From an optimization exercise on the open Yosys and OpenROAD flow, aimed at small area; shortcuts taken in it are not production practice. In this exercise RTL edits were held to simulation tests only and were not proved equivalent to the original. No activity file was given, so power comes from the tool's default toggle rates.

File: flow/constraint.sdc
create_clock -name core_clock -period 6.0 [get_ports {clock}]
set_input_delay 1.2000 -clock core_clock [delete_from_list [all_inputs] [get_ports {clock}]]
set_output_delay 1.2000 -clock core_clock [all_outputs]
set_load 0.01 [all_outputs]
File: flow/config.mk
export PLATFORM = sky130hd
export DESIGN_NAME = hls_status_monitor_top
export DESIGN_NICKNAME = hls_status_monitor_top
export VERILOG_FILES = /design/flow/design.v
export SDC_FILE = /design/flow/constraint.sdc
export NUM_CORES = 4
export LEC_CHECK = 0
export CAP_MARGIN = 20
export CORE_MARGIN = 2
export CORE_UTILIZATION = 55
export CTS_CLUSTER_DIAMETER = 100
export CTS_CLUSTER_SIZE = 30
export GPL_TIMING_DRIVEN = 0
export SLEW_MARGIN = 20
export SYNTH_HIERARCHICAL = 1
export SYNTH_MINIMUM_KEEP_SIZE = 0
File: flow/design.v
module hls_module_status_monitor #(
    parameter int unsigned      N_CH    = 10,
    parameter int unsigned      CNT_W   = 32,
    parameter logic [N_CH-1:0]  CONT_EN = {N_CH{1'b0}},
    localparam int unsigned     CH_W    = (N_CH > 1) ? $clog2(N_CH) : 1
) (
    input  logic             clock,
    input  logic             reset,
    input  logic             finish,
    input  logic             clear,
    input  logic [N_CH-1:0]  ap_start,
    input  logic [N_CH-1:0]  ap_ready,
    input  logic [N_CH-1:0]  ap_done,
    input  logic [N_CH-1:0]  ap_continue,
    input  logic             rd_en,
    input  logic [CH_W-1:0]  rd_ch,
    input  logic [2:0]       rd_sel,
    output logic             rd_valid,
    output logic [CNT_W-1:0] rd_data,
    output logic             active,
    output logic [N_CH-1:0]  ovf
);
    function automatic logic [CNT_W-1:0] inc_en(input logic [CNT_W-1:0] v, input logic en);
        logic t;
        t = en;
        for (int b = 0; b < CNT_W; b++) begin
            inc_en[b] = v[b] ^ t;
            t = t & v[b];
        end
    endfunction
    function automatic logic [0:0] ge(input logic [CNT_W-1:0] a, input logic [CNT_W-1:0] b);
        logic g;
        g = 1'b1;
        for (int b_ = 0; b_ < CNT_W; b_++)
            g = (a[b_] & ~b[b_]) | ((a[b_] | ~b[b_]) & g);
        ge = g;
    endfunction
    logic             active_q;
    logic             opened_q;
    logic             active_nxt;
    logic [N_CH-1:0]  ovf_q;
    logic [N_CH-1:0]  ovf_nxt;
    logic [N_CH-1:0]  rc;
    logic [7:0]       rs;
    always_comb begin
        for (int i = 0; i < N_CH; i++) rc[i] = (32'(rd_ch) == i);
        for (int k = 0; k < 8; k++)    rs[k] = (rd_sel == 3'(k));
    end
    logic [CNT_W-1:0] x_part  [N_CH];    
    logic [CNT_W-1:0] x_part2 [N_CH];    
    logic [CNT_W-1:0] max_nxt [N_CH];
    logic [1:0]       state_nxt [N_CH];
    logic [N_CH-1:0]  ev_start, ev_ready, ev_done, ev_busy, ev_stall;
    logic [N_CH-1:0]  dlt_p, dlt_m;
    assign active     = active_q;
    assign ovf        = ovf_q;
    assign active_nxt = clear | (~finish & (active_q | ~opened_q));
    always_ff @(posedge clock or negedge reset) begin
        if (!reset) begin
            active_q <= 1'b0;
            opened_q <= 1'b0;
            ovf_q    <= '0;
        end else begin
            active_q <= active_nxt;
            opened_q <= 1'b1;
            ovf_q    <= ovf_nxt;
        end
    end
    for (genvar c = 0; c < N_CH; c++) begin : g_ch
        logic             st_busy, st_hold;
        logic             nx_busy, nx_hold;
        logic             cont;
        logic [CNT_W-1:0] start_r, ready_r, busy_r, stall_r, max_r, lat_r;
        logic [CNT_W-1:0] start_d, ready_d, busy_d, stall_d;
        logic             p_r, m_r;
        logic             f_start, f_ready, f_busy, f_stall, f_lat, f_done;
        logic             e_start, e_ready, e_done, e_busy, e_stall;
        logic             s_eff, d_eff, upd;
        assign cont = ~CONT_EN[c] | ap_continue[c];
        always_comb begin
            nx_busy = st_busy;
            nx_hold = st_hold;
            if (st_busy) begin
                if (ap_done[c]) begin
                    nx_busy = 1'b0;
                    nx_hold = ~cont;
                end
            end else if (st_hold) begin
                if (ap_continue[c]) nx_hold = 1'b0;
            end else if (ap_start[c]) begin
                nx_busy = ~ap_done[c];
                nx_hold = ap_done[c] & ~cont;
            end
        end
        assign e_start = ~st_busy & ~st_hold & ap_start[c];
        assign e_done  = ap_done[c] & (st_busy | (~st_hold & ap_start[c]));
        assign e_busy  = st_busy;
        assign e_ready = ap_ready[c];
        assign e_stall = st_hold & ~ap_continue[c];
        hms_cnt_nx #(.W(CNT_W)) u_start (.q(start_r), .en(active_q & e_start), .clr(clear), .d(start_d), .full(f_start));
        hms_cnt_nx #(.W(CNT_W)) u_ready (.q(ready_r), .en(active_q & e_ready), .clr(clear), .d(ready_d), .full(f_ready));
        hms_cnt_nx #(.W(CNT_W)) u_busy  (.q(busy_r),  .en(active_q & e_busy),  .clr(clear), .d(busy_d),  .full(f_busy));
        if (CONT_EN[c]) begin : g_stall
            hms_cnt_nx #(.W(CNT_W)) u_stall (.q(stall_r), .en(active_q & e_stall), .clr(clear), .d(stall_d), .full(f_stall));
        end else begin : g_nostall
            assign stall_d = '0;
            assign f_stall = 1'b0;
        end
        assign f_done  = (~p_r & ~m_r & f_start) | (p_r & (start_r == {{(CNT_W-1){1'b1}}, 1'b0}));
        logic [CNT_W-1:0] lat_d, max_d;
        logic             max_ld, max_keep, f_lat_raw;
        hms_lat_nx #(.W(CNT_W)) u_lat (.q(lat_r), .busy(st_busy), .nbusy(~st_busy), .d(lat_d), .full(f_lat_raw));
        assign f_lat    = st_busy & f_lat_raw;
        assign upd      = active_q & e_done & (st_busy ? ge(lat_r, max_r) : ~|max_r);
        assign max_ld   = upd & ~clear;
        assign max_keep = ~upd & ~clear;
        for (genvar b = 0; b < CNT_W; b++) begin : g_mx
            hms_a22o u_mx (.a1(lat_d[b]), .a2(max_ld), .b1(max_keep), .b2(max_r[b]), .x(max_d[b]));
        end
        assign s_eff = active_q & e_start & ~f_start;
        assign d_eff = active_q & e_done & ~f_done;
        always_ff @(posedge clock or negedge reset) begin
            if (!reset) begin
                st_busy <= 1'b0;
                st_hold <= 1'b0;
                start_r <= '0;
                ready_r <= '0;
                busy_r  <= '0;
                stall_r <= '0;
                max_r   <= '0;
                p_r     <= 1'b0;
                m_r     <= 1'b0;
            end else begin
                st_busy <= nx_busy;
                st_hold <= CONT_EN[c] ? nx_hold : 1'b0;
                max_r   <= max_d;
                start_r <= start_d;
                ready_r <= ready_d;
                busy_r  <= busy_d;
                stall_r <= stall_d;
                if (clear) begin
                    p_r     <= 1'b0;
                    m_r     <= 1'b0;
                end else if (active_q) begin
                    if (d_eff & ~s_eff) begin
                        p_r <= ~m_r;
                        m_r <= 1'b0;
                    end else if (s_eff & ~d_eff) begin
                        p_r <= 1'b0;
                        m_r <= ~p_r;
                    end
                end
            end
        end
        always_ff @(posedge clock) lat_r <= lat_d;
        always_comb begin
            ovf_nxt[c] = ovf_q[c];
            if (active_q)
                ovf_nxt[c] = ovf_q[c] | (e_start & f_start) | (e_ready & f_ready) | (e_done & f_done)
                           | (e_busy & f_busy) | f_lat | (e_stall & f_stall);
            if (clear) ovf_nxt[c] = 1'b0;
        end
        logic s_start, s_ready, s_busy, s_stall;
        assign s_start = rc[c] & (rs[0] | rs[2]);
        assign s_ready = rc[c] & rs[1];
        assign s_busy  = rc[c] & rs[3];
        assign s_stall = rc[c] & rs[4];
        for (genvar b = 0; b < CNT_W; b++) begin : g_rb
            hms_aoi222 u_sel (.a0(start_r[b]), .b0(s_start), .a1(ready_r[b]), .b1(s_ready),
                              .a2(busy_r[b]), .b2(s_busy), .y(x_part[c][b]));
            if (CONT_EN[c]) begin : g_st
                hms_nand2 u_sel2 (.a(stall_r[b]), .b(s_stall), .y(x_part2[c][b]));
            end else begin : g_nost
                assign x_part2[c][b] = 1'b1;
            end
        end
        assign max_nxt[c]   = max_d;
        assign state_nxt[c] = {CONT_EN[c] ? nx_hold : 1'b0, nx_busy};
        assign ev_start[c]  = e_start;
        assign ev_ready[c]  = e_ready;
        assign ev_done[c]   = e_done;
        assign ev_busy[c]   = e_busy;
        assign ev_stall[c]  = CONT_EN[c] ? e_stall : 1'b0;
        assign dlt_p[c]     = p_r;
        assign dlt_m[c]     = m_r;
    end
    localparam int unsigned N_MG = (N_CH + 2) / 3;
    logic [CNT_W-1:0] m_part [N_MG];
    logic [3*N_MG-1:0] s_max;
    logic [CNT_W-1:0]  m_dat [3*N_MG];
    for (genvar i = 0; i < 3 * N_MG; i++) begin : g_ms
        if (i < N_CH) begin : g_v
            assign s_max[i] = rc[i] & rs[5];
            assign m_dat[i] = max_nxt[i];
        end else begin : g_z
            assign s_max[i] = 1'b0;
            assign m_dat[i] = '0;
        end
    end
    for (genvar g = 0; g < N_MG; g++) begin : g_mg
        for (genvar b = 0; b < CNT_W; b++) begin : g_b
            if (3 * g + 1 >= N_CH) begin : g_1
                hms_nand2 u_m (.a(m_dat[3*g][b]), .b(s_max[3*g]), .y(m_part[g][b]));
            end else if (3 * g + 2 >= N_CH) begin : g_2
                hms_aoi22 u_m (.a0(m_dat[3*g][b]), .b0(s_max[3*g]), .a1(m_dat[3*g+1][b]), .b1(s_max[3*g+1]),
                               .y(m_part[g][b]));
            end else begin : g_3
                hms_aoi222 u_m (.a0(m_dat[3*g][b]), .b0(s_max[3*g]), .a1(m_dat[3*g+1][b]), .b1(s_max[3*g+1]),
                                .a2(m_dat[3*g+2][b]), .b2(s_max[3*g+2]), .y(m_part[g][b]));
            end
        end
    end
    logic [CNT_W-1:0] x_val;
    logic             x_inc, x_p, x_m;
    logic [CNT_W-1:0] cnt_val;
    logic [CNT_W-1:0] oth_val;
    logic [CNT_W-1:0] rd_mux_c;
    always_comb begin
        x_val   = '0;
        x_inc   = 1'b0;
        x_p     = 1'b0;
        x_m     = 1'b0;
        oth_val = '0;
        for (int i = 0; i < N_CH; i++) begin
            x_val = x_val | ~x_part[i] | ~x_part2[i];
            x_inc = x_inc | (rc[i] & ((rs[0] & ev_start[i]) | (rs[1] & ev_ready[i]) | (rs[2] & ev_done[i])
                                    | (rs[3] & ev_busy[i]) | (rs[4] & ev_stall[i])));
            x_p   = x_p | (rc[i] & rs[2] & dlt_p[i]);
            x_m   = x_m | (rc[i] & rs[2] & dlt_m[i]);
            oth_val = oth_val | ({CNT_W{rc[i] & rs[6]}} & CNT_W'(state_nxt[i]))
                              | ({CNT_W{rc[i] & rs[7]}} & CNT_W'({ovf_nxt[i], active_nxt}));
        end
        for (int g = 0; g < N_MG; g++) oth_val = oth_val | ~m_part[g];
        x_inc = x_inc & active_q;
        begin
            logic inc1, dec1, inc2, g, sat;
            logic [CNT_W:0]   q_pre, z_pre;
            logic [CNT_W-1:0] t;
            inc1 = (x_p & ~x_inc) | (~x_p & ~x_m & x_inc);
            dec1 = x_m & ~x_inc;
            inc2 = x_p & x_inc;
            q_pre[0] = 1'b1;
            q_pre[1] = 1'b1;
            z_pre[0] = 1'b1;
            for (int i = 1; i <= CNT_W; i++) z_pre[i] = z_pre[i-1] & ~x_val[i-1];
            for (int i = 2; i <= CNT_W; i++) q_pre[i] = q_pre[i-1] & x_val[i-1];
            g    = inc2 | (inc1 & x_val[0]);
            sat  = (inc1 & x_val[0] & q_pre[CNT_W]) | (inc2 & q_pre[CNT_W]);
            t[0] = inc1 | dec1;
            for (int i = 1; i < CNT_W; i++) t[i] = (g & q_pre[i]) | (dec1 & z_pre[i]);
            cnt_val = (x_val ^ t) | {CNT_W{sat}};
        end
        rd_mux_c = (clear ? '0 : cnt_val) | oth_val;
    end
    always_ff @(posedge clock or negedge reset) begin
        if (!reset) rd_valid <= 1'b0;
        else        rd_valid <= rd_en;
    end
    always_ff @(posedge clock) rd_data <= rd_mux_c;
endmodule
module hms_cnt_nx #(
    parameter int unsigned W = 16
) (
    input  logic [W-1:0] q,
    input  logic         en,
    input  logic         clr,
    output logic [W-1:0] d,
    output logic         full
);
    logic [W:0] c;
    assign full = &q;
    assign c[0] = en & ~full;
    for (genvar i = 0; i < W; i++) begin : g_b
        if (i % 2 == 0) begin : g_e
            hms_xnor_nor u_d (.a(q[i]), .b(c[i]), .c(clr), .y(d[i]));
            if (i < W - 1) begin : g_c
                hms_nand2 u_n (.a(c[i]), .b(q[i]), .y(c[i+1]));
                if (i < W - 2) begin : g_c2
                    hms_and3 u_c (.a(c[i]), .b(q[i]), .c(q[i+1]), .y(c[i+2]));
                end
            end
        end else begin : g_o
            hms_xor_nor u_d (.a(q[i]), .b(c[i]), .c(clr), .y(d[i]));
        end
    end
endmodule
module hms_and3 (input logic a, input logic b, input logic c, output logic y);
    assign y = a & b & c;
endmodule
module hms_xnor_nor (input logic a, input logic b, input logic c, output logic y);
    assign y = ~(c | ~(a ^ b));
endmodule
module hms_xor_nor (input logic a, input logic b, input logic c, output logic y);
    assign y = ~(c | (a ^ b));
endmodule
module hms_nand2 (input logic a, input logic b, output logic y);
    assign y = ~(a & b);
endmodule
module hms_aoi222 (input logic a0, input logic b0, input logic a1, input logic b1,
                   input logic a2, input logic b2, output logic y);
    assign y = ~((a0 & b0) | (a1 & b1) | (a2 & b2));
endmodule
module hms_lat_nx #(
    parameter int unsigned W = 16
) (
    input  logic [W-1:0] q,
    input  logic         busy,
    input  logic         nbusy,
    output logic [W-1:0] d,
    output logic         full
);
    logic [W:0]   c;
    logic [W-1:0] sn;
    assign full = &q;
    assign c[0] = ~full;
    for (genvar i = 0; i < W; i++) begin : g_b
        if (i % 2 == 0) begin : g_e
            hms_xnor2 u_x (.a(q[i]), .b(c[i]), .y(sn[i]));
            if (i < W - 1) begin : g_c
                hms_nand2 u_n (.a(c[i]), .b(q[i]), .y(c[i+1]));
                if (i < W - 2) begin : g_c2
                    hms_and3 u_c (.a(c[i]), .b(q[i]), .c(q[i+1]), .y(c[i+2]));
                end
            end
        end else begin : g_o
            hms_xor2 u_x (.a(q[i]), .b(c[i]), .y(sn[i]));
        end
        if (i == 0) begin : g_d0
            hms_nand2 u_d (.a(busy), .b(sn[i]), .y(d[i]));
        end else begin : g_d
            hms_nor2 u_d (.a(nbusy), .b(sn[i]), .y(d[i]));
        end
    end
endmodule
module hms_xnor2 (input logic a, input logic b, output logic y);
    assign y = ~(a ^ b);
endmodule
module hms_xor2 (input logic a, input logic b, output logic y);
    assign y = a ^ b;
endmodule
module hms_nor2 (input logic a, input logic b, output logic y);
    assign y = ~(a | b);
endmodule
module hms_a2bb2o (input logic a1n, input logic a2n, input logic b1, input logic b2, output logic x);
    assign x = (~a1n & ~a2n) | (b1 & b2);
endmodule
module hms_aoi22 (input logic a0, input logic b0, input logic a1, input logic b1, output logic y);
    assign y = ~((a0 & b0) | (a1 & b1));
endmodule
module hms_a22o (input logic a1, input logic a2, input logic b1, input logic b2, output logic x);
    assign x = (a1 & a2) | (b1 & b2);
endmodule
module hms_and2 (input logic a, input logic b, output logic y);
    assign y = a & b;
endmodule
module hls_status_monitor_top (
    input  logic        clock,
    input  logic        reset,
    input  logic        finish,
    input  logic        clear,
    input  logic [9:0]  ap_start,
    input  logic [9:0]  ap_ready,
    input  logic [9:0]  ap_done,
    input  logic [9:0]  ap_continue,
    input  logic        rd_en,
    input  logic [3:0]  rd_ch,
    input  logic [2:0]  rd_sel,
    output logic        rd_valid,
    output logic [15:0] rd_data,
    output logic        active,
    output logic [9:0]  ovf
);
    hls_module_status_monitor #(
        .N_CH(10), .CNT_W(16), .CONT_EN(10'b1011011011)
    ) u_mon (
        .clock(clock), .reset(reset), .finish(finish), .clear(clear),
        .ap_start(ap_start), .ap_ready(ap_ready), .ap_done(ap_done), .ap_continue(ap_continue),
        .rd_en(rd_en), .rd_ch(rd_ch), .rd_sel(rd_sel),
        .rd_valid(rd_valid), .rd_data(rd_data), .active(active), .ovf(ovf)
    );
endmodule
File: flow/run.sh
#!/bin/bash
# synth_recipe.tcl (not shown) runs the flow's synth.tcl, then flattens the netlist and writes it again
# the make line also repeats each setting of config.mk as NAME=value (left out here)
make -C /OpenROAD-flow-scripts/flow DESIGN_CONFIG=/design/flow/config.mk WORK_HOME=/design/flow/orfs CLKGATE_MAP_FILE= SYNTH_SCRIPT=/design/flow/synth_recipe.tcl finish
==> results.txt, run 1 <==
Total Wirelength=164 mm; final hold viol count=0; final core utilization=roughly three fifths; layout cell share with drive strength beyond 1=~4.9%; Critical R2R Launch=u_mon.active_q; clock skew=0.0255 ns; Req. time, crit path=approximately 6.6 ns; Row Count=roughly 110; drt drc=0; area delta synth->final=9.69%; Skew-Pair Late Insertion Delay=0.66 ns; number of global-route vias before repair=39,400; total CTS buffers=42; Setup crit start kind=primary input; Least-Margin Pin Slew=around 1.3 ns; Top FF cell, synth=dfrtp_1; Critical Path, Cell by Cell=clkdlybuf4s50_1 -> buf_4 -> nand3b_1 -> buf_12 -> buf_6 -> buf_6 -> nor2_4 -> a222oi_1 -> nand4_1 -> nor4_1 -> nand4_1 -> nand3_1 -> nor4_1 -> nand2_1 -> clkbuf_2 -> a21oi_1 -> or2_2; vias post-DR=approximately 43,000; Syn Nets=roughly 5,400; die height=307 um; Ports=80; FMAX=0.164 GHz; post-layout instance area=55,300 um^2; CP max-delay cell=clkdlybuf4s50_1; DP HPWL=~120 mm; Min-Delay Path Class=in2async; #FFs+latches synth=around 1,000; clk sinks=slightly below 1,000; Crit. Startpoint=rd_sel[2]; largest net degree at the start of global routing=roughly 130; Slew HR=12.3%; minimum clock period=6.11 ns; max-slew violation count=0; Setup TNS=-0.502 ns; fin crit share=102%; Clk pin slew, worst setup/hold paths=about 0.12 ns; Port Buffers=74; Power Density=209 nW/um^2; Peak VDD IR=approximately 0.00023 V; CTS tree=yes; Yosys warnings=17; Die W=307 um; max_cap viols=0; EDFF count, synth=0; crit path DAT=6.66 ns; DP Area=53,200 um^2; WS Path Type=in2reg; Initial Utilization=a little under three fifths; GRT overflow=0; Synth Cell Area=just over 50,000 um^2; drt first-iter violations=5,840; P_leak=~0.022 uW; critical path peak fanout=19; Via density=6.38; RSZ-0062 raised after global routing=no; CTS H-tree lvls=2; clock tree buffer depth=3; GRT Util Overall=between 30% and 40%; Wirelength per Cell=between 20 and 25 um; worst setup margin=-0.113 ns; Final #Nets=between 5,000 and 6,000; core area=just over 90,000 um^2; Mean Syn Cell Area=9.46 um^2; final hold slack=approximately 0.38 ns; Initial DRT Pass Iterations=14; Cell variety after synth=between 80 and 90; ANT nets after route=0; status=failed layout checks; Placer Congestion=1.02; SO Faults=negative setup slack; initial antenna violation count=5; root buffer cell=clkbuf_16; first-pass GRT wire length=245 mm; crit-path max cell delay=approximately 0.73 ns; endpoints failing setup=7; Power Total=around 12,000 uW; sequential fraction of the synthesis area=~47%; Post-synth ARST share=between 80% and 90%; crit end category=flip-flop; cells after synthesis=5,333; Die Area=roughly 94,000 um^2
## cell families (layout without fill, tap and decap cells)
kind of cell / count (synthesis) / in the layout / share of synthesized area, %
and+or+nand+nor: 2581 / 2581 / 24.5
DFF: 978 / 978 / 46.8
xor gates and xnor gates: 770 / 770 / 13.4
AOI/OAI and AO/OA: 734 / 734 / 12.4
buffers and inverters: 193 / 382 / 1.45
adders and majority gates: 59 / 59 / 1.22
muxes: 17 / 17 / 0.352
other: 1 / 3 / 0.00743
## cell type report
type	instances	area, um^2
Antenna cell	2	5.00
Buffer	37	169
Clock buffer	55	1200
Clock inverter	16	200
Fill cell	8017	35900
Inverter	153	574
Multi-Input combinational cell	4162	26700
Sequential cell	978	23600
Tap cell	1186	1480
Timing Repair Buffer	121	1420
## cells in the mapped netlist, types with 38 or more instances
cell type | count | area [um^2]
nand4_1 | 294 | 1840
xor2_1 | 385 | 3370
a21oi_1 | 63 | 315
dfxtp_1 | 176 | 3520
inv_1 | 153 | 574
nor2b_1 | 72 | 450
dfrtp_1 | 802 | 20100
nor4_1 | 124 | 776
and3_1 | 344 | 2150
nand2_1 | 624 | 2340
o21ai_0 | 53 | 265
a222oi_1 | 208 | 2080
o41a_1 | 38 | 428
nand2b_1 | 45 | 282
maj3_1 | 41 | 410
xnor2_1 | 385 | 3370
nor2_1 | 912 | 3420
a22o_1 | 166 | 1450
## path summary, 6_finish.rpt
kind	endpoint	depth (start not counted)	slack, ns
max	u_mon.rd_data[2]	17	-0.11
min reg2reg	u_mon.g_ch[1].lat_r[0]	1	0.49
max in group asynchronous	u_mon.g_ch[0].max_r[5]	4	3.51
max reg2reg	u_mon.g_ch[9].stall_r[15]	16	0.18
min in group core_clock	u_mon.g_ch[1].lat_r[0]	1	0.49
min	u_mon.rd_valid	1	0.38
## state kept, by name, summed over array words and instances (netlist names)
| register | count |
|---|---|
| u_mon.g_ch.max_r | 160 |
| u_mon.g_ch.start_r | 160 |
| u_mon.active_q | 1 |
| u_mon.g_ch.busy_r | 160 |
| u_mon.rd_data | 16 |
| u_mon.g_ch.stall_r | 112 |
| u_mon.ovf_q | 10 |
| u_mon.g_ch.p_r | 10 |
| u_mon.g_ch.lat_r | 160 |
| u_mon.g_ch.m_r | 10 |
| u_mon.g_ch.st_busy | 10 |
| u_mon.g_ch.ready_r | 160 |
| u_mon.opened_q | 1 |
| u_mon.g_ch.st_hold | 7 |
| u_mon.rd_valid | 1 |
## Yosys stat by module, one instance, submodules excluded, a selection
module        times used  cells
hms_xnor_nor         296      2
hms_and3             329      1
hms_nand2            514      1
hms_xor2              80      1
hms_xor_nor          296      2
hms_xnor2             80      1
hms_a22o             160      1
hms_nor2             150      1
hms_aoi222           208      1
## layer usage
layer  up-vias  GRT usage (%)  part of all wire, %
li1      19700              -                    -
met1     21300           49.4                   44
met2      1653           50.4                   43
met3       276           5.71                  8.4
met4         4           15.1                  4.7
met5         -              0                0.023
## metrics by stage
| stage | setup slack, ns | instances |
|---|---|---|
| floorplan | 1.00 | 5333 |
| global placement | -34.08 | 6593 |
| global route | 0.0152 | 6708 |
| detailed placement | -2.18 | 6617 |
| finish | -0.113 | 6710 |
| CTS | 0.00982 | 6705 |
## layout by cell type, fill, tap and decap left out, types with 12 or more instances in the layout
cell type / netlist / final
nand2_1: 624 / 616
and3_1: 344 / 344
buf_16: 0 / 13
inv_1: 153 / 153
nor2_1: 912 / 866
o41a_1: 38 / 38
a221oi_1: 13 / 13
xnor2_1: 385 / 385
nor4_1: 124 / 97
nor2_2: 0 / 13
o21a_1: 20 / 20
clkbuf_1: 34 / 26
a2111oi_0: 12 / 12
a22oi_1: 19 / 19
nor4_2: 0 / 22
buf_4: 0 / 22
nor3b_1: 14 / 13
nand2b_1: 45 / 45
xor2_1: 385 / 385
a31oi_1: 16 / 16
dfrtp_1: 802 / 802
nand4_1: 294 / 294
nor2b_1: 72 / 72
a222oi_1: 208 / 208
clkbuf_16: 0 / 45
or4_1: 15 / 15
nor2_4: 0 / 33
clkdlybuf4s50_1: 0 / 71
and2_1: 29 / 29
maj3_2: 18 / 18
o21ai_0: 53 / 53
a22o_1: 166 / 166
nand3_1: 24 / 22
a21oi_1: 63 / 59
o22ai_1: 15 / 15
dfxtp_1: 176 / 176
nor3_1: 36 / 35
maj3_1: 41 / 41
## critical path, delay by kind of cell
family	cells	cell delay (ns)
AO/OA/AOI/OAI	2	0.83
buffers and inverters	6	1.86
AND/OR/NAND/NOR	9	2.72
## repair_timing
action	in CTS	in global routing
hold buffers	0	0
pin swaps	14	12
buffers inserted	19	4
gates resized for setup	53	70
endpoints found under the setup margin	16	22
## where the power goes
group          leakage [uW]  internal, uW  switching [uW]
clock              0.000684          1560            2240
combinational       0.00881           314             668
sequential           0.0126          6660             142
==> run 2: changes to the inputs <==
--- a/flow/config.mk
+++ b/flow/config.mk
@@ -8,9 +8,10 @@
 export CAP_MARGIN = 20
 export CORE_MARGIN = 2
 export CORE_UTILIZATION = 55
-export CTS_CLUSTER_DIAMETER = 100
-export CTS_CLUSTER_SIZE = 30
+export CTS_CLUSTER_DIAMETER = 90
+export CTS_CLUSTER_SIZE = 25
 export GPL_TIMING_DRIVEN = 0
+export SETUP_SLACK_MARGIN = 0.3
 export SLEW_MARGIN = 20
 export SYNTH_HIERARCHICAL = 1
 export SYNTH_MINIMUM_KEEP_SIZE = 0
==> run 2 against run 1 <==
Compared with the run above:
- the run now finishes clean
- clock-buffer cell count grew 8
- global-route usage grew 0.14 points
- maximum frequency grew 6.9%
- clock power grew 4%
- sequential share of layout area shrank 0.092 points
- sequential power is essentially flat
- die area is the same
- critical path depth grew 1
- synthesized area is the same
- clock skew grew 0.0016 ns
- core utilization grew 0.13 points
- non-clock buffer count shrank 1
- critical endpoint is now u_mon.rd_data[3]
- largest cell class unchanged
==> results.txt, run 2 <==
worst setup margin=between 0.2 and 0.3 ns; Via density=around 6.4; Power Total=11,800 uW; Ports=80; Die W=307 um; internal cell power=around 8600 uW; Slew HR=between 15 and 20%; FMAX=approximately 0.17 GHz; hold buffer count at cts=0; Syn Nets=roughly 5,400; final core utilization=roughly three fifths; minimum clock period=between 5 and 6 ns; met2 wire len=71.2 mm; Worst R2R Path Depth=16; drt first-iter violations=between 5,000 and 6,000; Synth top area share=39.8%; Peak VDD IR=between 0.0002 and 0.0003 V; Placer Congestion=1.02; Final #Nets=5,553; area delta synth->final=9.93%; ANT nets after route=0; layout cell share with drive strength beyond 1=between 5 and 6%; part of the power in combinational logic=under 10%; DR WL met3=around 13 mm; top post-synthesis cells by count=nor2_1, dfrtp_1, nand2_1; commonest non-fill, non-tap cells in the layout=nor2_1, dfrtp_1, nand2_1; initial antenna violation count=5; Initial DRT Pass Iterations=10; worst setup path endpoint=u_mon.rd_data[3]; Worst R2R End=u_mon.g_ch[1].ready_r[15]; Top FF cell, synth=dfrtp_1; Switching Power=approximately 3100 uW; Die Area=approximately 94,000 um^2; CTS tree=yes; top layer used by detailed routing=met5; Initial Utilization=55.3%; Mean Syn Cell Area=around 9.5 um^2; Metal-1 WL=about 73 mm; DP Area=53,200 um^2; sequential share of power=a little under 60%; Power Density=212 nW/um^2; fin crit share=95.3%; Skew-Pair Late Insertion Delay=approximately 0.7 ns; critical path peak fanout=16; cells after synthesis=5,333; clock skew=roughly 0.027 ns; post-layout instance area=55,500 um^2; Yosys warnings=17; max-slew violation count=0; total CTS buffers=49; Non-Filler Instances=about 6,700; R2R Setup Slk=roughly 0.45 ns; clk sinks=around 1,000; status=finished clean; crit path DAT=roughly 6.3 ns; sequential fraction of the synthesis area=between 40% and 50%; endpoints failing setup=0; drt drc=0; max_cap viols=0; crit end category=flip-flop; Post-synth ARST share=around 82%; leading post-synthesis cells by cell area=dfrtp_1, dfxtp_1, nor2_1; RSZ-0062 raised after global routing=no; Total Wirelength=165 mm; Req. time, crit path=6.56 ns; DP HPWL=about 120 mm; root buffer cell=clkbuf_16; Synth Cell Area=around 50,000 um^2; pre-CTS WS=-2.18 ns; Clk pin slew, worst setup/hold paths=~0.10 ns; vias post-DR=approximately 43,000; Critical R2R Launch=u_mon.active_q; commonest non-fill, non-tap cell in the layout=nor2_1; GRT overflow=0; cell taking the most area after synthesis=dfrtp_1; DP Cell Count=about 6,600; final hold viol count=0; P_leak=between 0.02 and 0.025 uW; CTS H-tree lvls=2; GRT Util Overall=between 30% and 40%; Least-Margin Pin Slew=1.24 ns; EDFF count, synth=0; most common cell in the synthesized netlist=nor2_1; Row Count=about 110; Crit. Startpoint=rd_sel[2]; clock share of power=33.8%; die height=307 um; Wirelength per Cell=24.5 um; #FFs+latches synth=between 900 and 1,000; core area=about 90,000 um^2; Setup crit start kind=primary input; number of global-route vias before repair=39,400; sw frac=26.5%; Cell variety after synth=between 80 and 90; WS Path Type=in2reg; Min-Delay Path Class=in2async; clock tree buffer depth=3; largest net degree at the start of global routing=between 100 and 150; first-pass GRT wire length=between 200 and 250 mm; Port Buffers=74
## run 2: cell counts after synthesis
Identical to the previous run, type by type.
## run 2: cell families after synthesis
| group | count (synthesis) | synth area share, % |
|---|---|---|
| and+or+nand+nor | 2581 | 24.5 |
| DFF | 978 | 46.8 |
| xor gates and xnor gates | 770 | 13.4 |
| AOI/OAI and AO/OA | 734 | 12.4 |
| buffers and inverters | 193 | 1.45 |
| adders and majority gates | 59 | 1.22 |
| muxes | 17 | 0.352 |
| other | 1 | 0.00743 |
## run 2: worst min path at each step
| stage | startpoint | endpoint | depth (start not counted) |
|---|---|---|---|
| floorplan | u_mon.g_ch[1].st_busy | u_mon.g_ch[1].lat_r[0] | 1 |
| global placement | u_mon.g_ch[1].st_busy | u_mon.g_ch[1].lat_r[0] | 1 |
| detailed placement | u_mon.g_ch[1].st_busy | u_mon.g_ch[1].lat_r[0] | 1 |
| CTS | reset | u_mon.rd_valid | 1 |
| global route | reset | u_mon.rd_valid | 1 |
| finish | reset | u_mon.rd_valid | 1 |
## run 2: modules after synthesis, one instance, submodules excluded, excerpt
module | cell area (um^2) | flip-flops and latches
hms_nand2 | 3.75 | 0
hms_xor2 | 8.76 | 0
hms_xor_nor | 12.5 | 0
hms_a22o | 8.76 | 0
hms_and3 | 6.26 | 0
hms_nor2 | 3.75 | 0
hms_aoi222 | 10.0 | 0
## run 2: critical path, stage by stage
cell,delay [ns]
clkbuf_2,0.22
clkbuf_4,0.29
clkbuf_2,0.29
nand3b_1,0.15
buf_4,0.20
buf_6,0.20
buf_6,0.20
nor2_4,0.10
a222oi_1,0.63
nand4_1,0.35
nor4_1,0.52
nand4_1,0.54
nand3_1,0.29
nor4_1,0.10
nand2_1,0.19
clkbuf_2,0.26
a21oi_1,0.18
or2_2,0.33
## run 2: layer usage
metal  GRT usage (%)  vias up
li1                -    19700
met1            49.9    21400
met2            50.9     1593
met3            5.37      287
met4            14.2        6
met5               0        -
## run 2: cell type report
class / instances / area, um^2
well taps: 1186 / 1480
clock inverters: 18 / 184
multi-input cells: 4162 / 26700
fillers: 8016 / 35800
repair buffers: 117 / 1330
inverters: 153 / 574
plain buffers: 40 / 201
flip-flops and latches: 978 / 23600
diodes: 2 / 5.00
clock buffers: 63 / 1340
## run 2: power by group through the flow
stage	Sequential [uW]	Combinational, uW	Clock (uW)
after floorplan	6880	465	0
after global placement	6950	901	0
after detailed placement	6930	945	0
after CTS	6800	963	4060
after global routing	6820	1060	4280
final	6800	980	3980
## run 2: what timing repair did
| item | CTS | global route |
|---|---|---|
| endpoints found under the setup margin | 28 | 25 |
| buffers inserted | 19 | 0 |
| pin swaps | 21 | 9 |
| resized for setup | 104 | 48 |
| hold endpoints to repair | 0 | 0 |
| gates cloned | 0 | 0 |
## run 2: metrics by stage
stage,TNS (ns),hold slack [ns]
6_report,0,0.356
5_1_grt,0,0.344
4_1_cts,0,0.332
3_5_place_dp,-39.00,0.494
3_3_place_gp,-,0.495
2_1_floorplan,0,0.431
==> run 3: changes to the inputs <==
--- a/flow/config.mk
+++ b/flow/config.mk
@@ -7,7 +7,7 @@
 export LEC_CHECK = 0
 export CAP_MARGIN = 20
 export CORE_MARGIN = 2
-export CORE_UTILIZATION = 55
+export CORE_UTILIZATION = 65
 export CTS_CLUSTER_DIAMETER = 90
 export CTS_CLUSTER_SIZE = 25
 export GPL_TIMING_DRIVEN = 0
==> run 3 against run 2 <==
Compared with the run above:
- synthesized cell count did not move
- die area fell by 15%
- combinational power fell by 2%
- sequential power barely moved
- maximum frequency fell by 1.4%
- clock skew fell by 0.0070 ns
- worst hold slack improved by 0.14 ns
- first-iteration DRC count rose by 11%
- global-route usage rose by 4.7 points
- cell count fell by 2.5%
- via count rose by 2.1%
- largest cell class unchanged
- still clean
- critical path depth fell by 5
==> results.txt, run 3 <==
status=finished clean; crit-path max cell delay=1.00 ns; largest net degree at the start of global routing=138; core area=77,200 um^2; DP Area=~53,000 um^2; Top FF cell, synth=dfrtp_1; Power Total=11,500 uW; Initial DRT Pass Iterations=17; Req. time, crit path=6.52 ns; Via density=roughly 6.7; crit end category=flip-flop; Skew-Pair Late Insertion Delay=roughly 0.64 ns; ANT nets after route=0; Yosys warnings=17; commonest non-fill, non-tap cell in the layout=nor2_1; minimum clock period=between 5 and 6 ns; Slew HR=about an eighth; Synth top area share=39.8%; most frequent cell on the critical path=clkbuf_2; Total Wirelength=around 160 mm; top post-synthesis cells by count=nor2_1, dfrtp_1, nand2_1; max-slew violation count=0; layout cell share with drive strength beyond 1=about 4.7%; Initial Utilization=65.3%; Row Count=slightly above 100; cells after synthesis=5,333; initial antenna violation count=2; GRT Util Overall=roughly two fifths; drt drc=0; Cell variety after synth=83; Critical Path, Cell by Cell=buf_8 -> buf_16 -> clkbuf_2 -> buf_2 -> clkbuf_2 -> clkbuf_4 -> a21oi_2 -> a22o_1 -> a222oi_1 -> nand4_1 -> and3b_1 -> mux2i_1 -> o21a_1; area delta synth->final=8.99%; #FFs+latches synth=between 900 and 1,000; die height=between 200 and 300 um; clk sinks=between 900 and 1,000; Critical R2R Launch=u_mon.active_q; CP max-delay cell=a222oi_1; clock tree buffer depth=3; DP HPWL=117 mm; clock skew=about 0.02 ns; Die W=about 280 um; post-layout instance area=around 55,000 um^2; Placer Congestion=1.01; Wirelength per Cell=about 24 um; GRT overflow=0; drt first-iter violations=5,918; Least-Margin Pin Slew=roughly 1.3 ns; Syn Nets=~5,400; final hold slack=slightly below 0.5 ns; Final #Nets=between 5,000 and 6,000; Post-synth ARST share=a little over 80%; number of global-route vias before repair=roughly 40,000; critical path peak fanout=between 100 and 150; EDFF count, synth=0; CTS H-tree lvls=2; most common cell in the synthesized netlist=nor2_1; Synth Cell Area=between 50,000 and 60,000 um^2; root buffer cell=clkbuf_16; RSZ-0062 raised after global routing=yes; P_leak=~0.022 uW; final hold viol count=0; Ports=80; worst setup margin=just under 0.2 ns; Mean Syn Cell Area=~9.5 um^2; pre-CTS WS=-2.43 ns; FMAX=roughly 0.17 GHz; Die Area=around 80,000 um^2; Setup crit start kind=primary input; WS Path Type=in2reg; max_cap viols=0; sequential fraction of the synthesis area=roughly 47%; crit path DAT=around 6.3 ns; hold buffer count at cts=0; HP Start=u_mon.g_ch[4].st_busy; fin crit share=between 90% and 100%; Peak VDD IR=roughly 0.00026 V; endpoints failing setup=0; Min-Delay Path Class=reg2reg; Power Density=around 210 nW/um^2; commonest non-fill, non-tap cells in the layout=nor2_1, dfrtp_1, nand2_1; vias post-DR=43,800; first-pass GRT wire length=about 240 mm; final core utilization=a little under three quarters; leading post-synthesis cells by cell area=dfrtp_1, dfxtp_1, nor2_1; Crit. Startpoint=clear; Clk pin slew, worst setup/hold paths=between 0.1 and 0.15 ns; Port Buffers=74; cell taking the most area after synthesis=dfrtp_1; total CTS buffers=46; CTS tree=yes
==> run 3: cell counts after synthesis <==
Identical to the previous run, type by type.
==> run 3: routing by layer <==
metal / up-vias / share of wire, % / global-route usage [%]
li1: 19600 / - / -
met5: - / 0.0063 / 0
met3: 350 / 8.9 / 5.19
met4: 2 / 5.4 / 18.3
met1: 21700 / 42 / 56.7
met2: 2112 / 44 / 57.9
==> run 3: area by class of cell <==
type	count	area, um^2
inverters	153	574
multi-input cells	4162	26700
repair buffers	105	1210
well taps	1040	1300
clock inverters	5	46.3
clock buffers	63	1340
diodes	3	7.51
flip-flops and latches	978	23600
fillers	5959	22200
plain buffers	39	211
==> run 3: report_power, final <==
group	total, uW	switching, uW	internal [uW]	leakage (uW)
Clock	3740	2160	1580	0.000675
Sequential	6800	143	6660	0.0126
Combinational	964	657	307	0.00873
==> run 3: per-stage QoR <==
| step | instances | TNS [ns] |
|---|---|---|
| 3_3_place_gp | 6447 | - |
| 4_1_cts | 6537 | 0 |
| 2_1_floorplan | 5333 | 0 |
| 6_report | 6548 | 0 |
| 5_1_grt | 6545 | 0 |
| 3_5_place_dp | 6463 | -68.72 |
==> run 3: logic make-up (layout without fill, tap and decap cells) <==
family / count (synthesis) / after routing / share of synthesized area, %
buffers and inverters: 193 / 365 / 1.45
adder cells (fa/ha/maj): 59 / 59 / 1.22
flip-flops: 978 / 978 / 46.8
AO/OA/AOI/OAI: 734 / 734 / 12.4
XOR/XNOR: 770 / 770 / 13.4
other: 1 / 4 / 0.00743
multiplexers: 17 / 17 / 0.352
AND/OR/NAND/NOR: 2581 / 2581 / 24.5
==> run 3: timing repair <==
| item | 4_1_cts | 5_1_grt |
|---|---|---|
| endpoints found under the setup margin | 65 | 21 |
| pin swaps | 13 | 18 |
| resized for setup | 101 | 56 |
| gates cloned | 0 | 0 |
| buffers inserted | 7 | 8 |
==> run 3: critical path, delay by kind of cell <==
| kind | cells | cell delay [ns] |
|---|---|---|
| AO/OA/AOI/OAI | 4 | 1.65 |
| buffers and inverters | 6 | 2.51 |
| multiplexers | 1 | 0.07 |
| AND/OR/NAND/NOR | 2 | 0.69 |
==> run 3: final timing paths <==
kind | endpoint | slack, ns | cells past startpoint
worst min-delay path | u_mon.g_ch[4].lat_r[0] | 0.50 | 1
min in group asynchronous | u_mon.g_ch[6].max_r[2] | 0.54 | 1
worst max-delay path | u_mon.rd_data[7] | 0.20 | 13
worst max register to register | u_mon.rd_data[7] | 0.38 | 12
max in group asynchronous | u_mon.g_ch[1].ready_r[14] | 3.67 | 3
worst min register to register | u_mon.g_ch[4].lat_r[0] | 0.50 | 1
==> run 3: Yosys stat by module, one instance, submodules excluded, excerpt <==
module	cell area, um^2	cells inside	flip-flops and latches	copies in the design
hms_nor2	3.75	1	0	150
hms_xor_nor	12.5	2	0	296
hms_aoi222	10.0	1	0	208
hms_xnor2	8.76	1	0	80
hms_and3	6.26	1	0	329
hms_nand2	3.75	1	0	514
hms_xor2	8.76	1	0	80
hms_a22o	8.76	1	0	160
==> run 4: changes to the inputs <==
==> flow/flow/run.sh (new file) <==
#!/bin/bash
set -o pipefail
bash standard.sh \
  "CTS_ARGS=-sink_clustering_enable -repair_clock_nets -dont_use_dummy_load -sink_clustering_size 25 -sink_clustering_max_diameter 90" \
  "BUFFER_PORTS_ARGS=-buffer_cell sky130_fd_sc_hd__buf_2" \
  finish > flow_make.log 2>&1
==> flow/standard.sh (new file) <==
#!/bin/bash
# synth_recipe.tcl (not shown) runs the flow's synth.tcl, then flattens the netlist and writes it again
# the make line also repeats each setting of config.mk as NAME=value (left out here)
make -C /OpenROAD-flow-scripts/flow DESIGN_CONFIG=/design/flow/config.mk WORK_HOME=/design/flow/orfs CLKGATE_MAP_FILE= SYNTH_SCRIPT=/design/flow/synth_recipe.tcl "${@:-finish}"
--- a/flow/config.mk
+++ b/flow/config.mk
@@ -7,9 +7,7 @@
 export LEC_CHECK = 0
 export CAP_MARGIN = 20
 export CORE_MARGIN = 2
-export CORE_UTILIZATION = 65
-export CTS_CLUSTER_DIAMETER = 90
-export CTS_CLUSTER_SIZE = 25
+export CORE_UTILIZATION = 55
 export GPL_TIMING_DRIVEN = 0
 export SETUP_SLACK_MARGIN = 0.3
 export SLEW_MARGIN = 20
removed: flow/run.sh
==> run 4 against run 3 <==
Compared with the run above:
- highest routed layer unchanged
- sequential power is essentially flat
- register-to-register slack gained 0.13 ns
- global-route usage shrank 4.9 points
- sequential share of layout area grew 0.35 points
- die area grew 18%
- final area shrank 0.81%
- maximum frequency grew 0.97%
- worst hold slack lost 0.00087 ns
- clock power shrank 5%
- core utilization shrank 11 points
- power shrank 1.7%
- worst setup slack gained 0.056 ns
==> results.txt, run 4 <==
Peak VDD IR=between 0.0002 and 0.00025 V; RSZ-0062 raised after global routing=yes; Synth Area in Adders=1.22%; EDFF count, synth=0; minimum clock period=5.75 ns; initial antenna violation count=11; Initial Utilization=around 55%; most common cell in the synthesized netlist=nor2_1; Setup TNS=0 ns; root buffer cell=clkbuf_16; final hold viol count=0; Ports=80; vias post-DR=~43,000; pre-CTS WS=-1.71 ns; Final #Nets=about 5,600; ANT nets after route=0; commonest non-fill, non-tap cells in the layout=nor2_1, dfrtp_1, nand2_1; Synth Cell Area=slightly above 50,000 um^2; area delta synth->final=8.10%; Placer Congestion=1.07; Die W=307 um; sw frac=25.9%; largest net degree at the start of global routing=~130; total CTS buffers=48; drt drc=0; Row Count=approximately 110; Clk pin slew, worst setup/hold paths=0.10 ns; clk sinks=between 900 and 1,000; Skew-Pair Late Insertion Delay=~0.66 ns; Syn Nets=between 5,000 and 6,000; WS Path Type=in2reg; max_cap viols=0; main combinational cell family by area after synthesis=simple AND/OR/NAND/NOR gates; Least-Margin Pin Slew=approximately 1.4 ns; Die Area=94,200 um^2; Wirelength per Cell=24.6 um; DP Area=52,800 um^2; Top FF cell, synth=dfrtp_1; crit-path max cell delay=roughly 0.94 ns; status=finished clean; CTS tree=yes; post-layout instance area=54,500 um^2; Port Buffers=74; fin crit share=a little over nine tenths; #FFs+latches synth=around 1,000; worst setup margin=around 0.25 ns; Initial DRT Pass Iterations=14; max-slew violation count=0; Synth top area share=39.8%; Critical Path, Cell by Cell=buf_2 -> or3b_2 -> clkbuf_2 -> nor2_1 -> a222oi_1 -> nand4_1 -> buf_4 -> nand2_1 -> or4_1 -> a2bb2o_1 -> clkbuf_1 -> nand2_1 -> clkbuf_2 -> o211ai_1 -> o311ai_0 -> nand2_1; die height=a little over 300 um; commonest non-fill, non-tap cell in the layout=nor2_1; number of global-route vias before repair=just under 40,000; top post-synthesis cells by count=nor2_1, dfrtp_1, nand2_1; Synth Area in Compound Gates=between 10 and 15%; simple logic cell fraction of the synthesized area=~24%; R2R Setup Slk=around 0.51 ns; Total Wirelength=roughly 160 mm; multiplexer share of the synthesized area=less than 1%; crit end category=flip-flop; Power Density=just over 200 nW/um^2; CTS H-tree lvls=2; GRT Util Overall=34.1%; final core utilization=roughly three fifths; P_leak=approximately 0.022 uW; crit path DAT=6.31 ns; GRT overflow=0; Setup crit start kind=primary input; Mean Syn Cell Area=approximately 9.5 um^2; DP HPWL=roughly 120 mm; CP max-delay cell=nor2_1; Cell variety after synth=83; Slew HR=8.41%; cells after synthesis=5,333; critical path's top delay family=simple AND/OR/NAND/NOR gates; leading post-synthesis cells by cell area=dfrtp_1, dfxtp_1, nor2_1; Power Total=~11,000 uW; sequential fraction of the synthesis area=between 40% and 50%; clock tree buffer depth=3; clock skew=roughly 0.042 ns; clock share of power=31.5%; layout cell share with drive strength beyond 1=under 10%; Switching Power=2930 uW; first-pass GRT wire length=roughly 250 mm; Yosys warnings=17; internal cell power=around 8400 uW; Min-Delay Path Class=reg2reg; Post-synth ARST share=between 80 and 90%; core area=slightly above 90,000 um^2; endpoints failing setup=0; Via density=between 6 and 7; Worst Path Buf+Inv=5; drt first-iter violations=roughly 6,200; XOR/XNOR share of the synthesized area=a little over an eighth; part of the power in combinational logic=just over 8%; Req. time, crit path=between 6 and 7 ns; FMAX=around 0.17 GHz; cell taking the most area after synthesis=dfrtp_1; critical path peak fanout=16; fill cell count=~8,100; sequential share of power=about three fifths; most frequent cell on the critical path=nand2_1
run 4: path summary, 6_finish.rpt:
kind | start | end | depth (start not counted)
setup / recovery | rd_sel[1] | u_mon.rd_data[5] | 16
hold / removal | u_mon.g_ch[4].st_busy | u_mon.g_ch[4].lat_r[0] | 1
setup reg to reg | u_mon.g_ch[6].lat_r[8] | u_mon.rd_data[7] | 18
max in group asynchronous | reset | u_mon.g_ch[9].max_r[15] | 3
min in group asynchronous | reset | u_mon.g_ch[6].ready_r[5] | 1
hold reg to reg | u_mon.g_ch[4].st_busy | u_mon.g_ch[4].lat_r[0] | 1
run 4: through the flow:
stage | hold slack, ns | cells
detailed placement | 0.499 | 6614
global route | 0.508 | 6682
finish | 0.495 | 6684
floorplan | 0.431 | 5333
CTS | 0.495 | 6679
global placement | 0.494 | 6593
run 4: layout make-up:
type	count	area (um^2)	share of cell area (%)
multi-input cells	4162	26600	48.7
flip-flops and latches	978	23600	43.3
well taps	1186	1480	2.72
clock buffers	48	1200	2.20
repair buffers	115	938	1.72
inverters	153	574	1.05
plain buffers	40	189	0.346
diodes	2	5.00	0.00918
run 4: timing repair:
item | CTS | global route
pin swaps | 12 | 9
setup buffers | 17 | 2
gates resized for setup | 58 | 31
setup endpoints to repair | 33 | 16
hold buffers | 0 | 0
hold endpoints to repair | 0 | 0
run 4: cell families (layout without fill, tap and decap cells):
group           count (synthesis)  after routing
simple gates                 2581           2581
flops                         978            978
mux                            17             17
buf+inv                       193            356
fa+ha+maj                      59             59
other cells                     1              3
compound gates                734            734
xor+xnor                      770            770
run 4: power groups by stage:
| stage | Combinational, uW | Clock [uW] | Sequential, uW |
|---|---|---|---|
| finish | 942 | 3570 | 6800 |
| global route | 1020 | 3860 | 6820 |
| CTS | 926 | 3640 | 6800 |
| detailed placement | 913 | 0 | 6930 |
| global placement | 872 | 0 | 6930 |
| floorplan | 465 | 0 | 6880 |
run 4: modules after synthesis (local to each module, per instance), a selection:
| module | copies in the design | cell area (um^2) |
|---|---|---|
| hms_xor_nor | 296 | 12.5 |
| hms_and3 | 329 | 6.26 |
| hms_nor2 | 150 | 3.75 |
| hms_xor2 | 80 | 8.76 |
| hms_a22o | 160 | 8.76 |
| hms_aoi222 | 208 | 10.0 |
| hms_nand2 | 514 | 3.75 |
| hms_xnor2 | 80 | 8.76 |
| hms_xnor_nor | 296 | 12.5 |
run 4: per-layer routing:
layer,track usage (%),share of wire [%],vias up
met2,50.6,43,1719
met1,50.1,44,21300
li1,-,-,19600
met4,13.8,4.8,10
met3,4.80,8.1,312
met5,0,0.039,-
==> run 5: changes to the inputs <==
==> flow/flow/run.sh (replaced) <==
#!/bin/bash
set -o pipefail
bash standard.sh \
  "CTS_ARGS=-sink_clustering_enable -repair_clock_nets -dont_use_dummy_load -sink_clustering_size 25 -sink_clustering_max_diameter 90" \
  "BUFFER_PORTS_ARGS=-buffer_cell sky130_fd_sc_hd__buf_2" \
  "RECOVER_POWER=50" \
  finish > flow_make.log 2>&1
==> run 5 against run 4 <==
Compared with the run above:
- core utilization down 0.16 points
- sequential power about the same
- die area unchanged
- non-clock buffer count unchanged
- global-route usage unchanged
- clock skew down 0.0033 ns
- largest cell class unchanged
- clock-buffer cell count unchanged
- flip-flop and latch count unchanged
- the layout now fails its checks (max-capacitance violations, max-slew violations)
==> results.txt, run 5 <==
status=failed layout checks; SO Faults=max-capacitance violations, max-slew violations; area of the multi-input gates=around 27,000 um^2; layout cell share with drive strength beyond 1=~5.1%; Cell variety after synth=between 80 and 90; number of global-route vias before repair=39,300; EDFF count, synth=0; clk sinks=roughly 980; Synth Area in Adders=1.22%; Yosys warnings=17; Post-synth ARST share=roughly 82%; Row Count=about 110; cells after synthesis=~5,300; main combinational cell family by area after synthesis=simple AND/OR/NAND/NOR gates; P_leak=0.0218 uW; multiplexer share of the synthesized area=less than 1%; Wirelength per Cell=roughly 25 um; fin crit share=roughly 96%; Critical R2R Launch=u_mon.g_ch[6].lat_r[8]; Peak VDD IR=0.000209 V; largest net degree at the start of global routing=roughly 130; DP Area=between 50,000 and 60,000 um^2; area delta synth->final=7.81%; crit path DAT=around 6.3 ns; Via density=~6.4; ANT nets after route=0; Skew-Pair Late Insertion Delay=~0.65 ns; sequential fraction of the synthesis area=between 40% and 50%; clock skew=about 0.038 ns; hold depth=1; drt first-iter violations=between 5,000 and 6,000; Reg area=~24,000 um^2; Initial Utilization=around 55%; Power Density=between 200 and 250 nW/um^2; critical path peak fanout=16; vias post-DR=42,800; XOR/XNOR share of the synthesized area=between 10% and 20%; Least-Margin Pin Slew=2.95 ns; Min-Delay Path Class=reg2reg; root buffer cell=clkbuf_16; final core utilization=between 50 and 60%; hold endpoint=u_mon.g_ch[9].lat_r[0]; endpoints failing setup=0; GRT Util Overall=34.1%; total CTS buffers=48; Die W=~300 um; Req. time, crit path=between 6 and 7 ns; minimum clock period=just under 6 ns; Setup TNS=0 ns; Port Buffers=74; Setup crit start kind=primary input; most common cell in the synthesized netlist=nor2_1; Mean Syn Cell Area=between 9 and 10 um^2; final hold slack=roughly 0.5 ns; simple logic cell fraction of the synthesized area=about a quarter; Top FF cell, synth=dfrtp_1; final hold viol count=0; Initial DRT Pass Iterations=14; Synth Cell Area=50,500 um^2; Synth Area in Compound Gates=12.4%; post-layout instance area=roughly 54,000 um^2; Total Wirelength=roughly 160 mm; Placer Congestion=1.07; clock tree buffer depth=3; Worst R2R End=u_mon.rd_data[7]; WS Path Type=in2reg; core area=just over 90,000 um^2; drt drc=0; first-pass GRT wire length=245 mm; GRT overflow=0; hold buffer count at cts=0; max-slew violation count=~480; R2R Setup Slk=about 0.52 ns; cell taking the most area after synthesis=dfrtp_1; crit end category=flip-flop; leading post-synthesis cells by cell area=dfrtp_1, dfxtp_1, nor2_1; fill cell count=8,088; Slew HR=-96.5%; commonest non-fill, non-tap cells in the layout=nor2_1, dfrtp_1, nand2_1; worst setup margin=approximately 0.21 ns; commonest non-fill, non-tap cell in the layout=nor2_1; #FFs+latches synth=slightly below 1,000; Worst R2R Path Depth=18; Synth top area share=between 30 and 40%; HP Start=u_mon.g_ch[9].st_busy; Final #Nets=between 5,000 and 6,000; CTS tree=yes; top post-synthesis cells by count=nor2_1, dfrtp_1, nand2_1; max_cap viols=5; Clk pin slew, worst setup/hold paths=~0.1 ns; initial antenna violation count=11; Ports=80; Die Area=94,200 um^2; FMAX=around 0.17 GHz; die height=307 um; CTS H-tree lvls=2; Syn Nets=roughly 5,400; pre-CTS WS=-1.71 ns; RSZ-0062 raised after global routing=yes; DP HPWL=approximately 120 mm
run 5: cell count changes in the layout (fill, tap and decap cells not counted):
cell | before | now
buf_2 | 82 | 46
clkbuf_1 | 19 | 55
nor4_2 | 23 | 22
buf_12 | 2 | 1
diode_2 | 2 | 1
nor4_1 | 98 | 99
buf_16 | 11 | 7
clkbuf_2 | 12 | 13
clkbuf_4 | 2 | 6
run 5: critical path, stage by stage:
cell and delay [ns]:
buf_2 0.14, clkbuf_2 0.31, clkbuf_4 0.30, or2_2 0.16, clkbuf_8 0.31, nor2_2 0.19
a222oi_1 0.59, nand4_1 0.44, nor4_2 0.51, and4_1 0.46, or4_1 0.22, nor2_1 0.05
a2bb2o_1 0.28, clkbuf_1 0.17, nand2_1 0.17, clkbuf_2 0.25, o211ai_1 0.11, o311ai_0 0.27
nand2_1 0.11
run 5: logic make-up after synthesis:
logic type               count (synthesis)
AND/OR/NAND/NOR                       2581
flip-flops                             978
XOR/XNOR                               770
AO/OA/AOI/OAI                          734
buffers and inverters                  193
adder cells (fa/ha/maj)                 59
multiplexers                            17
other                                    1
run 5: worst max-delay path by stage:
stage              start                      end  slack, ns  cells past startpoint
4_1_cts        rd_sel[1]         u_mon.rd_data[5]       0.33                     19
3_5_place_dp   rd_sel[2]         u_mon.rd_data[2]      -1.71                     19
6_report       rd_sel[2]         u_mon.rd_data[5]       0.21                     19
2_1_floorplan  rd_sel[2]        u_mon.rd_data[15]       1.00                     16
3_3_place_gp       reset   u_mon.g_ch[0].max_r[6]     -14.22                      1
5_1_grt            reset  u_mon.g_ch[9].max_r[15]       0.16                      3
run 5: metrics by stage:
stage | std cells | power [uW]
after global routing | 6682 | 11700
final | 6683 | 11300
after floorplan | 5333 | 7350
after CTS | 6679 | 11400
after global placement | 6593 | 7810
after detailed placement | 6614 | 7840
run 5: final cells by class:
cell class / instances / area share (%)
sequential: 978 / 43.4
multi-input combinational: 4162 / 48.8
buffer: 40 / 0.347
clock buffer: 48 / 2.21
antenna: 1 / 0.00460
inverter: 153 / 1.06
tap: 1186 / 2.73
timing repair buffer: 115 / 1.47
run 5: repair_timing:
item | 4_1_cts | 5_1_grt
pin swaps | 12 | 9
buffers inserted | 17 | 2
gates resized for setup | 58 | 31
endpoints found under the setup margin | 33 | 16
run 5: power breakdown:
| group | internal, uW | switching, uW | leakage [uW] |
|---|---|---|---|
| logic | 276 | 655 | 0.00862 |
| clock network | 1430 | 2130 | 0.000592 |
| registers | 6660 | 141 | 0.0126 |
| total | 8370 | 2930 | 0.0218 |
run 5: per-layer routing:
layer,share of wire (%),vias up,global-route usage [%]
li1,-,19600,-
met1,44,21200,50.1
met2,43,1740,50.6
met3,8.2,309,4.80
met4,4.8,10,13.8
met5,0.039,-,0
run 5: modules after synthesis, one instance, submodules excluded, a selection:
module	copies in the design	cells inside	area, um^2
hms_and3	329	1	6.26
hms_aoi222	208	1	10.0
hms_nand2	514	1	3.75
hms_nor2	150	1	3.75
hms_xnor_nor	296	2	12.5
hms_xor2	80	1	8.76
hms_xor_nor	296	2	12.5
==> run 6: changes to the inputs <==
--- a/flow/design.v
+++ b/flow/design.v
@@ -48,7 +48,7 @@
     end
     logic [CNT_W-1:0] x_part  [N_CH];    
     logic [CNT_W-1:0] x_part2 [N_CH];    
-    logic [CNT_W-1:0] max_nxt [N_CH];
+    logic [CNT_W-1:0] max_nxt_n [N_CH];    
     logic [1:0]       state_nxt [N_CH];
     logic [N_CH-1:0]  ev_start, ev_ready, ev_done, ev_busy, ev_stall;
     logic [N_CH-1:0]  dlt_p, dlt_m;
@@ -70,7 +70,7 @@
         logic             st_busy, st_hold;
         logic             nx_busy, nx_hold;
         logic             cont;
-        logic [CNT_W-1:0] start_r, ready_r, busy_r, stall_r, max_r, lat_r;
+        logic [CNT_W-1:0] start_r, ready_r, busy_r, stall_r, max_n_r, lat_r;
         logic [CNT_W-1:0] start_d, ready_d, busy_d, stall_d;
         logic             p_r, m_r;
         logic             f_start, f_ready, f_busy, f_stall, f_lat, f_done;
@@ -107,15 +107,17 @@
             assign f_stall = 1'b0;
         end
         assign f_done  = (~p_r & ~m_r & f_start) | (p_r & (start_r == {{(CNT_W-1){1'b1}}, 1'b0}));
-        logic [CNT_W-1:0] lat_d, max_d;
-        logic             max_ld, max_keep, f_lat_raw;
-        hms_lat_nx #(.W(CNT_W)) u_lat (.q(lat_r), .busy(st_busy), .nbusy(~st_busy), .d(lat_d), .full(f_lat_raw));
+        logic [CNT_W-1:0] lat_d, lat_sn, max_n_d;
+        logic             max_ld, max_ld_busy_n, max_hold_n, f_lat_raw;
+        hms_lat_nx #(.W(CNT_W)) u_lat (.q(lat_r), .busy(st_busy), .nbusy(~st_busy), .d(lat_d), .sn(lat_sn), .full(f_lat_raw));
         assign f_lat    = st_busy & f_lat_raw;
-        assign upd      = active_q & e_done & (st_busy ? ge(lat_r, max_r) : ~|max_r);
-        assign max_ld   = upd & ~clear;
-        assign max_keep = ~upd & ~clear;
-        for (genvar b = 0; b < CNT_W; b++) begin : g_mx
-            hms_a22o u_mx (.a1(lat_d[b]), .a2(max_ld), .b1(max_keep), .b2(max_r[b]), .x(max_d[b]));
+        assign upd          = active_q & e_done & (st_busy ? ge(lat_r, ~max_n_r) : &max_n_r);
+        assign max_ld       = upd & ~clear;
+        assign max_ld_busy_n = ~(max_ld & st_busy);
+        assign max_hold_n   = upd | clear;
+        assign max_n_d[0] = (~max_ld | (st_busy & lat_sn[0])) & (max_hold_n | max_n_r[0]);
+        for (genvar b = 1; b < CNT_W; b++) begin : g_mx
+            hms_o22a u_mx (.a1(max_ld_busy_n), .a2(lat_sn[b]), .b1(max_hold_n), .b2(max_n_r[b]), .x(max_n_d[b]));
         end
         assign s_eff = active_q & e_start & ~f_start;
         assign d_eff = active_q & e_done & ~f_done;
@@ -127,13 +129,13 @@
                 ready_r <= '0;
                 busy_r  <= '0;
                 stall_r <= '0;
-                max_r   <= '0;
+                max_n_r <= '1;
                 p_r     <= 1'b0;
                 m_r     <= 1'b0;
             end else begin
                 st_busy <= nx_busy;
                 st_hold <= CONT_EN[c] ? nx_hold : 1'b0;
-                max_r   <= max_d;
+                max_n_r <= max_n_d;
                 start_r <= start_d;
                 ready_r <= ready_d;
                 busy_r  <= busy_d;
@@ -174,7 +176,7 @@
                 assign x_part2[c][b] = 1'b1;
             end
         end
-        assign max_nxt[c]   = max_d;
+        assign max_nxt_n[c] = max_n_d;
         assign state_nxt[c] = {CONT_EN[c] ? nx_hold : 1'b0, nx_busy};
         assign ev_start[c]  = e_start;
         assign ev_ready[c]  = e_ready;
@@ -191,7 +193,7 @@
     for (genvar i = 0; i < 3 * N_MG; i++) begin : g_ms
         if (i < N_CH) begin : g_v
             assign s_max[i] = rc[i] & rs[5];
-            assign m_dat[i] = max_nxt[i];
+            assign m_dat[i] = max_nxt_n[i];
         end else begin : g_z
             assign s_max[i] = 1'b0;
             assign m_dat[i] = '0;
@@ -230,7 +232,12 @@
             oth_val = oth_val | ({CNT_W{rc[i] & rs[6]}} & CNT_W'(state_nxt[i]))
                               | ({CNT_W{rc[i] & rs[7]}} & CNT_W'({ovf_nxt[i], active_nxt}));
         end
-        for (int g = 0; g < N_MG; g++) oth_val = oth_val | ~m_part[g];
+        begin
+            logic [CNT_W-1:0] m_and;
+            m_and = '1;
+            for (int g = 0; g < N_MG; g++) m_and = m_and & m_part[g];
+            oth_val = oth_val | ({CNT_W{rs[5] & (|rc)}} & m_and);
+        end
         x_inc = x_inc & active_q;
         begin
             logic inc1, dec1, inc2, g, sat;
@@ -307,10 +314,10 @@
     input  logic         busy,
     input  logic         nbusy,
     output logic [W-1:0] d,
+    output logic [W-1:0] sn,
     output logic         full
 );
     logic [W:0]   c;
-    logic [W-1:0] sn;
     assign full = &q;
     assign c[0] = ~full;
     for (genvar i = 0; i < W; i++) begin : g_b
@@ -353,6 +360,9 @@
 module hms_and2 (input logic a, input logic b, output logic y);
     assign y = a & b;
 endmodule
+module hms_o22a (input logic a1, input logic a2, input logic b1, input logic b2, output logic x);
+    assign x = (a1 | a2) & (b1 | b2);
+endmodule
 module hls_status_monitor_top (
     input  logic        clock,
     input  logic        reset,
==> flow/run.sh (new file) <==
#!/bin/bash
# synth_recipe.tcl (not shown) runs the flow's synth.tcl, then flattens the netlist and writes it again
# the make line also repeats each setting of config.mk as NAME=value (left out here)
make -C /OpenROAD-flow-scripts/flow DESIGN_CONFIG=/design/flow/config.mk WORK_HOME=/design/flow/orfs CLKGATE_MAP_FILE= SYNTH_SCRIPT=/design/flow/synth_recipe.tcl finish
--- a/flow/config.mk
+++ b/flow/config.mk
@@ -7,7 +7,9 @@
 export LEC_CHECK = 0
 export CAP_MARGIN = 20
 export CORE_MARGIN = 2
-export CORE_UTILIZATION = 55
+export CORE_UTILIZATION = 65
+export CTS_CLUSTER_DIAMETER = 90
+export CTS_CLUSTER_SIZE = 25
 export GPL_TIMING_DRIVEN = 0
 export SETUP_SLACK_MARGIN = 0.3
 export SLEW_MARGIN = 20
removed: flow/flow/run.sh
removed: flow/standard.sh
==> run 6 against run 5 <==
Compared with the run above:
- the run now finishes clean
- cell count is 3.5% lower
- worst hold slack got worse by 0.066 ns
- combinational power up 8%
- power up 2.0%
- critical path type unchanged
- largest cell class unchanged
==> results.txt, run 6 <==
Final #Nets=between 5,000 and 6,000; Die Area=roughly 80,000 um^2; Peak VDD IR=0.000274 V; crit end category=flip-flop; RSZ-0062 raised after global routing=yes; Least-Margin Pin Slew=around 1.3 ns; Worst Path Buf+Inv=4; worst setup margin=0.190 ns; Setup crit start kind=primary input; critical path's top delay family=compound AO/OA/AOI/OAI gates; CTS H-tree lvls=2; die height=about 280 um; CTS tree=yes; cells after synthesis=between 5,000 and 6,000; Ports=80; fin crit share=a little over nine tenths; Placer Congestion=around 1.1; drt drc=0; FMAX=around 0.17 GHz; fill cell count=5,945; max_cap viols=0; Slew HR=around 12%; critical path peak fanout=16; final hold slack=between 0.4 and 0.5 ns; vias post-DR=around 44,000; DP HPWL=approximately 120 mm; Power Density=between 200 and 250 nW/um^2; crit-path max cell delay=approximately 0.92 ns; clock tree buffer depth=3; #FFs+latches synth=around 1,000; Die W=~280 um; leading post-synthesis cells by cell area=dfrtp_1, dfstp_2, dfxtp_1; area delta synth->final=8.26%; ANT nets after route=0; clock skew=around 0.029 ns; Total Wirelength=around 160 mm; Yosys warnings=17; status=finished clean; core area=about 76,000 um^2; final core utilization=around 70%; GRT overflow=0; first-pass GRT wire length=236 mm; Power Total=~12,000 uW; EDFF count, synth=0; sequential fraction of the synthesis area=47.5%; Cell variety after synth=77; Min-Delay Path Class=reg2reg; total CTS buffers=46; number of global-route vias before repair=roughly 40,000
-- run 6: changes by cell type after synthesis, sizes merged, moves of 42 or more --
cell and change:
inv -115, nor2b -50, o21ai +42, dfstp +160, nand2 +42, a22o -155, nand4 +55, dfrtp -160
o22a +152
-- run 6: timing repair --
action                                  CTS  global route
setup buffers                             0             4
resized for setup                        41            41
endpoints found under the setup margin   16            16
pin swaps                                 5            16
-- run 6: layer usage --
| layer | global-route usage [%] | wire (um) | vias up |
|---|---|---|---|
| met5 | 0 | 16 | - |
| met4 | 22.7 | 9990 | 2 |
| met3 | 6.31 | 15200 | 382 |
| met2 | 57.1 | 67400 | 2199 |
| met1 | 54.4 | 63400 | 21700 |
| li1 | - | - | 19600 |
-- run 6: report_power, final --
part           total (uW)  leakage [uW]  internal [uW]  switching (uW)
clock                3700      0.000653           1530            2160
sequential           6820        0.0120           6680             140
combinational        1010       0.00851            321             685
-- run 6: per-stage QoR --
stage	area [um^2]	setup TNS, ns
after CTS	54000	0
after floorplan	50100	0
after detailed placement	52600	-18.06
after global placement	52100	-
final	54200	0
after global routing	54200	0
-- run 6: worst register-to-register path: cells and delay by family, from the launching register on --
kind / cells / cell delay [ns]
buffers and inverters: 3 / 1.32
flip-flops: 1 / 0.44
AO/OA/AOI/OAI: 3 / 1.81
AND/OR/NAND/NOR: 4 / 1.94
-- run 6: layout make-up --
type	count	area share (%)
inverter	39	0.279
clock inverter	8	0.159
timing repair buffer	93	2.09
multi-input combinational	4197	48.6
tap	1030	2.38
sequential	978	43.9
clock buffer	64	2.32
antenna	1	0.00461
buffer	42	0.346
-- run 6: Yosys stat by module, one instance, submodules excluded, a selection --
module / area (um^2) / copies in the design / cells
hms_xnor_nor: 12.5 / 296 / 2
hms_xor_nor: 12.5 / 296 / 2
hms_and3: 6.26 / 329 / 1
hms_nor2: 3.75 / 150 / 1
hms_xor2: 8.76 / 80 / 1
hms_aoi222: 10.0 / 208 / 1
hms_nand2: 3.75 / 514 / 1
hms_o22a: 8.76 / 150 / 1
hms_xnor2: 8.76 / 80 / 1
-- run 6: kinds of logic (layout without fill, tap and decap cells) --
| kind of cell | count (synthesis) | count (layout) | share of synthesized area, % |
|---|---|---|---|
| AND/OR/NAND/NOR | 2565 | 2565 | 24.0 |
| flip-flops | 978 | 978 | 47.5 |
| AO/OA/AOI/OAI | 808 | 808 | 13.3 |
| XOR/XNOR | 776 | 776 | 13.6 |
| buffers and inverters | 81 | 246 | 0.639 |
| adder cells (fa/ha/maj) | 24 | 24 | 0.499 |
| multiplexers | 23 | 23 | 0.497 |
| other | 1 | 2 | 0.00748 |
-- run 6: path summary, 6_finish.rpt --
path,from,to
setup / recovery,rd_sel[2],u_mon.rd_data[4]
hold / removal,u_mon.g_ch[7].st_busy,u_mon.g_ch[7].lat_r[0]
hold reg to reg,u_mon.g_ch[7].st_busy,u_mon.g_ch[7].lat_r[0]
min in group asynchronous,reset,u_mon.g_ch[6].ready_r[9]
max in group asynchronous,reset,u_mon.g_ch[2].max_n_r[10]
setup reg to reg,u_mon.active_q,u_mon.rd_data[11]

Check on run 6: ideal ports give 0.190 ns setup slack; a clkbuf_16 on the clock port and buf_2 on the inputs give 0.232 ns; moving port delays by the midpoint clock arrival (0.710 ns) as well gives -0.478 ns.
